This design comes from an exercise in tuning for small area, a short achievable clock period and few clock cycles per item on the open sky130 flow, not from production work. Function was checked by simulation only, so behaviour that the tests miss may differ from the original. Power and IR drop assume default switching activity.

==> flow/design.v <==
module host_regs (
   input  logic                  clk_in,
   input  logic                  rst_in,
   input  logic                  host_req,
   input  logic                  host_sel,      
   input  logic [(1 + $clog2(8) + $clog2(16))-1:0] host_addr,
   input  logic [(3 * 3)-1:0]  host_wdata,
   input  logic [$clog2(16)-1:0]  ph,            
   output logic                  host_ack,
   output logic                  wr_en,         
   output logic [$clog2(8):0]    wr_ring,       
   output logic [(3 * 3)-1:0]  wr_data,
   output logic                  pend_v,
   output logic                  ctrl_enable,
   output logic [8-1:0] ctrl_unit
);
   logic [$clog2(16)-1:0] pend_slot;    
   logic [$clog2(16)-1:0] host_slot;
   logic [$clog2(16)-1:0] ph_next;
   logic                 idle_q;       
   logic                 take_ctrl;
   logic                 take_pix;
   assign host_slot = {host_addr[$clog2(16)-2:0], host_addr[$clog2(16)-1]};
   assign ph_next   = ph + 1'b1;
   assign take_ctrl = idle_q && host_req && !host_sel;
   assign take_pix  = idle_q && host_req && host_sel && !pend_v;
   always_ff @(posedge clk_in) begin
      if (rst_in) begin
         host_ack    <= 1'b0;
         idle_q      <= 1'b1;
         ctrl_enable <= 1'b0;
         ctrl_unit   <= {{(8-1){1'b0}}, 1'b1};
      end else begin
         if (!idle_q) begin
            host_ack <= host_req;
            idle_q   <= !host_req;
         end else if (take_ctrl || take_pix) begin
            host_ack <= 1'b1;
            idle_q   <= 1'b0;
         end
         if (take_ctrl) begin
            ctrl_enable <= host_wdata[0];
            ctrl_unit   <= host_wdata[(8 + 1)-1:1];
         end
      end
   end
   always_ff @(posedge clk_in) begin
      pend_v <= take_pix || (pend_v && !wr_en);
      wr_en  <= take_pix ? (host_slot == ph_next)
                         : (pend_v && !wr_en && (pend_slot == ph_next));
      if (idle_q && !pend_v) begin
         pend_slot <= host_slot;
         wr_ring   <= host_addr[(1 + $clog2(8) + $clog2(16))-1:$clog2(16)];
         wr_data   <= host_wdata;
      end
   end
endmodule
module frame_memory (
   input  logic                  clk_in,
   input  logic                  wr_en,
   input  logic [$clog2(8):0]    wr_ring,
   input  logic [(3 * 3)-1:0]  wr_data,
   input  logic [$clog2(8)-1:0]  rd_row,
   input  logic [1:0]            rd_plane,
   output logic [2:0]            rd_top,
   output logic [2:0]            rd_bot
);
   localparam int NRING = 2 * 8;
   localparam int RBITS = 16 * (3 * 3);
   logic [(3 * 3)-1:0] tap [NRING];
   for (genvar g = 0; g < NRING; g++) begin : g_ring
      logic [RBITS-1:0] ring;
      always_ff @(posedge clk_in) begin
         ring <= {(wr_en && wr_ring == g) ? wr_data : ring[(3 * 3)-1:0],
                  ring[RBITS-1:(3 * 3)]};
      end
      assign tap[g] = ring[(3 * 3)-1:0];
   end
   logic [(3 * 3)-1:0] top_pix;
   logic [(3 * 3)-1:0] bot_pix;
   assign top_pix = tap[{1'b0, rd_row}];
   assign bot_pix = tap[{1'b1, rd_row}];
   always_comb begin
      case (rd_plane)
         2'd1:    begin
            rd_top = {top_pix[7], top_pix[4], top_pix[1]};
            rd_bot = {bot_pix[7], bot_pix[4], bot_pix[1]};
         end
         2'd2:    begin
            rd_top = {top_pix[8], top_pix[5], top_pix[2]};
            rd_bot = {bot_pix[8], bot_pix[5], bot_pix[2]};
         end
         default: begin
            rd_top = {top_pix[6], top_pix[3], top_pix[0]};
            rd_bot = {bot_pix[6], bot_pix[3], bot_pix[0]};
         end
      endcase
   end
endmodule
module scan_sequencer (
   input  logic                  clk_in,
   input  logic                  rst_in,
   input  logic                  enable,
   input  logic                  pend_v,       
   input  logic                  lit_free,     
   input  logic [2:0]            rd_top,
   input  logic [2:0]            rd_bot,
   output logic [$clog2(16)-1:0]  ph,
   output logic [$clog2(8)-1:0]  rd_row,
   output logic [1:0]            rd_plane,
   output logic [1:0]            lat_plane,    
   output logic                  lat_load_n,   
   output logic [2:0]            rgb0,
   output logic [2:0]            rgb1,
   output logic                  led_clk,
   output logic                  led_latch,
   output logic [$clog2(8)-1:0]  hub75_address
);
   localparam logic [1:0] S_IDLE  = 2'd0;    
   localparam logic [1:0] S_SHIFT = 2'd1;    
   localparam logic [1:0] S_DONE  = 2'd2;    
   logic [1:0]           sstate;
   logic                 turn;       
   logic [$clog2(8)-1:0] sh_row;     
   logic [1:0]           sh_plane;
   logic [$clog2(8)-1:0] lat_row;    
   logic                 fresh;      
   logic                 allowed;
   logic                 latch_now;
   logic                 start;
   logic [5:0]           col_q;
   assign rd_row   = sh_row;
   assign rd_plane = sh_plane;
   assign lat_plane = (sh_plane == 2'd0) ? 2'd2 : sh_plane - 1'b1;
   assign lat_row   = (sh_plane == 2'd0) ? sh_row - 1'b1 : sh_row;
   assign allowed   = (sh_plane != 2'd0) || (enable && !fresh);
   assign latch_now = (sstate == S_DONE) && lit_free;
   assign start     = (ph == '0) && allowed && ((sstate == S_IDLE) || latch_now);
   always_ff @(posedge clk_in) begin
      ph <= ph + 1'b1;
   end
   always_ff @(posedge clk_in) begin
      if (rst_in) begin
         sstate    <= S_IDLE;
         turn      <= 1'b0;
         sh_row    <= '0;
         sh_plane  <= '0;
         led_clk    <= 1'b0;
         led_latch  <= 1'b0;
         lat_load_n <= 1'b1;
         fresh      <= 1'b1;
      end else begin
         led_clk    <= (sstate == S_SHIFT) && ph[0];
         led_latch  <= latch_now;
         lat_load_n <= !latch_now;
         if (!pend_v) fresh <= 1'b0;
         case (sstate)
            S_IDLE: begin
               if (start) begin
                  sstate <= S_SHIFT;
                  turn   <= 1'b0;
               end
            end
            S_SHIFT: begin
               if (ph == '1) begin
                  turn <= 1'b1;
                  if (turn) begin
                     sstate <= S_DONE;
                     if (sh_plane == 2'd2) begin
                        sh_plane <= '0;
                        sh_row   <= sh_row + 1'b1;
                     end else begin
                        sh_plane <= sh_plane + 1'b1;
                     end
                  end
               end
            end
            S_DONE: begin
               if (latch_now) begin
                  sstate <= start ? S_SHIFT : S_IDLE;
                  turn   <= 1'b0;
               end
            end
            default: begin
               sstate <= S_IDLE;
            end
         endcase
      end
   end
   always_ff @(posedge clk_in) begin
      if (latch_now) hub75_address <= lat_row;
   end
   always_ff @(posedge clk_in) begin
      col_q <= {rd_bot, rd_top};
      {rgb1, rgb0} <= turn ? {rd_bot, rd_top} : col_q;
   end
endmodule
module hub75_output (
   input  logic                  clk_in,
   input  logic                  rst_in,
   input  logic                  lat_load_n,   
   input  logic [1:0]            lat_plane,
   input  logic [8-1:0] unit,
   output logic                  lit_free,
   output logic                  led_output_enable
);
   logic [(8 + 3 - 1)-1:0] disp_cnt;
   logic [8-1:0] unit_n;
   logic [8-1:0] unit_q;
   logic [8-1:0] unit_l;
   logic                  lit_n;       
   assign unit_n   = (unit == '0) ? {{(8-1){1'b0}}, 1'b1} : unit;
   assign unit_l   = (lat_plane == 2'd0) ? unit_n : unit_q;
   assign lit_free = lit_n || (disp_cnt == (8 + 3 - 1)'(1));
   always_ff @(posedge clk_in) begin
      if (rst_in) begin
         led_output_enable <= 1'b1;
         lit_n             <= 1'b1;
      end else if (!lat_load_n) begin
         led_output_enable <= 1'b0;
         lit_n             <= 1'b0;
      end else if (disp_cnt == (8 + 3 - 1)'(1)) begin
         led_output_enable <= 1'b1;
         lit_n             <= 1'b1;
      end
   end
   always_ff @(posedge clk_in) begin
      if (!lat_load_n) begin
         disp_cnt <= {{(3-1){1'b0}}, unit_l} << lat_plane;
         if (lat_plane == 2'd0) unit_q <= unit_n;
      end else begin
         disp_cnt <= disp_cnt - 1'b1;
      end
   end
endmodule
module pov_panel_top (
   input  logic                  clk_in,
   input  logic                  rst_in,
   input  logic                  host_req,
   input  logic                  host_sel,      
   input  logic [(1 + $clog2(8) + $clog2(16))-1:0] host_addr,     
   input  logic [(3 * 3)-1:0]  host_wdata,
   output logic                  host_ack,
   output logic [2:0]            rgb0,
   output logic [2:0]            rgb1,
   output logic                  led_clk,
   output logic                  led_latch,
   output logic                  led_output_enable,
   output logic [$clog2(8)-1:0]  hub75_address
);
   logic                  wr_en;
   logic [$clog2(8):0]    wr_ring;
   logic [(3 * 3)-1:0]  wr_data;
   logic                  pend_v;
   logic                  ctrl_enable;
   logic [8-1:0] ctrl_unit;
   logic [$clog2(16)-1:0]  ph;
   logic [$clog2(8)-1:0]  rd_row;
   logic [1:0]            rd_plane;
   logic [2:0]            rd_top;
   logic [2:0]            rd_bot;
   logic [1:0]            lat_plane;
   logic                  lit_free;
   logic                  lat_load_n;
   host_regs u_host_regs (
      .clk_in      (clk_in),
      .rst_in      (rst_in),
      .host_req    (host_req),
      .host_sel    (host_sel),
      .host_addr   (host_addr),
      .host_wdata  (host_wdata),
      .ph          (ph),
      .host_ack    (host_ack),
      .wr_en       (wr_en),
      .wr_ring     (wr_ring),
      .wr_data     (wr_data),
      .pend_v      (pend_v),
      .ctrl_enable (ctrl_enable),
      .ctrl_unit   (ctrl_unit)
   );
   frame_memory u_frame_memory (
      .clk_in   (clk_in),
      .wr_en    (wr_en),
      .wr_ring  (wr_ring),
      .wr_data  (wr_data),
      .rd_row   (rd_row),
      .rd_plane (rd_plane),
      .rd_top   (rd_top),
      .rd_bot   (rd_bot)
   );
   scan_sequencer u_scan_sequencer (
      .clk_in        (clk_in),
      .rst_in        (rst_in),
      .enable        (ctrl_enable),
      .pend_v        (pend_v),
      .lit_free      (lit_free),
      .rd_top        (rd_top),
      .rd_bot        (rd_bot),
      .ph            (ph),
      .rd_row        (rd_row),
      .rd_plane      (rd_plane),
      .lat_plane     (lat_plane),
      .lat_load_n    (lat_load_n),
      .rgb0          (rgb0),
      .rgb1          (rgb1),
      .led_clk       (led_clk),
      .led_latch     (led_latch),
      .hub75_address (hub75_address)
   );
   hub75_output u_hub75_output (
      .clk_in            (clk_in),
      .rst_in            (rst_in),
      .lat_load_n        (lat_load_n),
      .lat_plane         (lat_plane),
      .unit              (ctrl_unit),
      .lit_free          (lit_free),
      .led_output_enable (led_output_enable)
   );
endmodule
make LEC_CHECK=0 CAP_MARGIN=20 CORE_MARGIN=2 CORE_UTILIZATION=50 CTS_BUF_LIST=sky130_fd_sc_hd__clkbuf_16 CTS_CLUSTER_DIAMETER=100 CTS_CLUSTER_SIZE=30 SETUP_SLACK_MARGIN=5 SLEW_MARGIN=20 TNS_END_PERCENT=100 finish   # period 8.0 ns
run.sh (not shown) runs the stock make flow with config.mk's settings and CLKGATE_MAP_FILE= SYNTH_SCRIPT=/design/flow/synth_recipe.tcl, a recipe that flattens the netlist after the stock synthesis.
Testbench counts at the start, summed over its fixed seeds: cycles 18,708, lines 192.
Then changed:
==> flow/flow/run.sh (new file) <==
#!/bin/bash
set -euo pipefail
bash standard.sh SETUP_SLACK_MARGIN=5.4 MATCH_CELL_FOOTPRINT=0 finish > standard_make.log 2>&1
==> flow/standard.sh (new file) <==
#!/bin/bash
# synth_recipe.tcl (not shown) runs the flow's synth.tcl, then flattens the netlist and writes it again
# the make line also repeats each setting of config.mk as NAME=value (left out here)
make -C /OpenROAD-flow-scripts/flow DESIGN_CONFIG=/design/flow/config.mk WORK_HOME=/design/flow/orfs CLKGATE_MAP_FILE= SYNTH_SCRIPT=/design/flow/synth_recipe.tcl "${@:-finish}"
removed: flow/run.sh
Outcome: First-iteration DRC count goes up by 2.7%; via count goes up by 0.60%; routed wire length goes up by 1.3%; setup slack improved by 120 ps; die area does not change; clock power stays flat; sequential power is about the same.

-- re-timing with driven ports --
No port has a modelled driver above. Below, the same layouts with a new extraction and two added sets of constraints. Step 1 assumes that a clkbuf_16 drives the clock port and a buf_2 every other input. Step 2 moves the port delays by t, midway between the first and last clock arrival at a register: inputs arrive t later, outputs are due t later. That takes back most of the time a late clock gives input paths. Slacks: ideal ports / drivers / drivers and shift; pairs: ideal ports / drivers.
| run | t (ns) | setup slack, ns | worst setup path at the end | slew at the worst register clock pin (ns) | pins driven straight from the clock port |
|---|---|---|---|---|---|
| the first run | 0.734 | 5.062 / 4.993 / 4.686 | input to register | 0.11 / 0.11 | 1 |
| the second run | 0.736 | 5.185 / 5.116 / 4.817 | input to register | 0.12 / 0.12 | 1 |
After both steps every run listed still meets setup and hold. The setup slack of the first run, which loses most, moves by -0.069 ns with the drivers and by -0.376 ns with both steps.
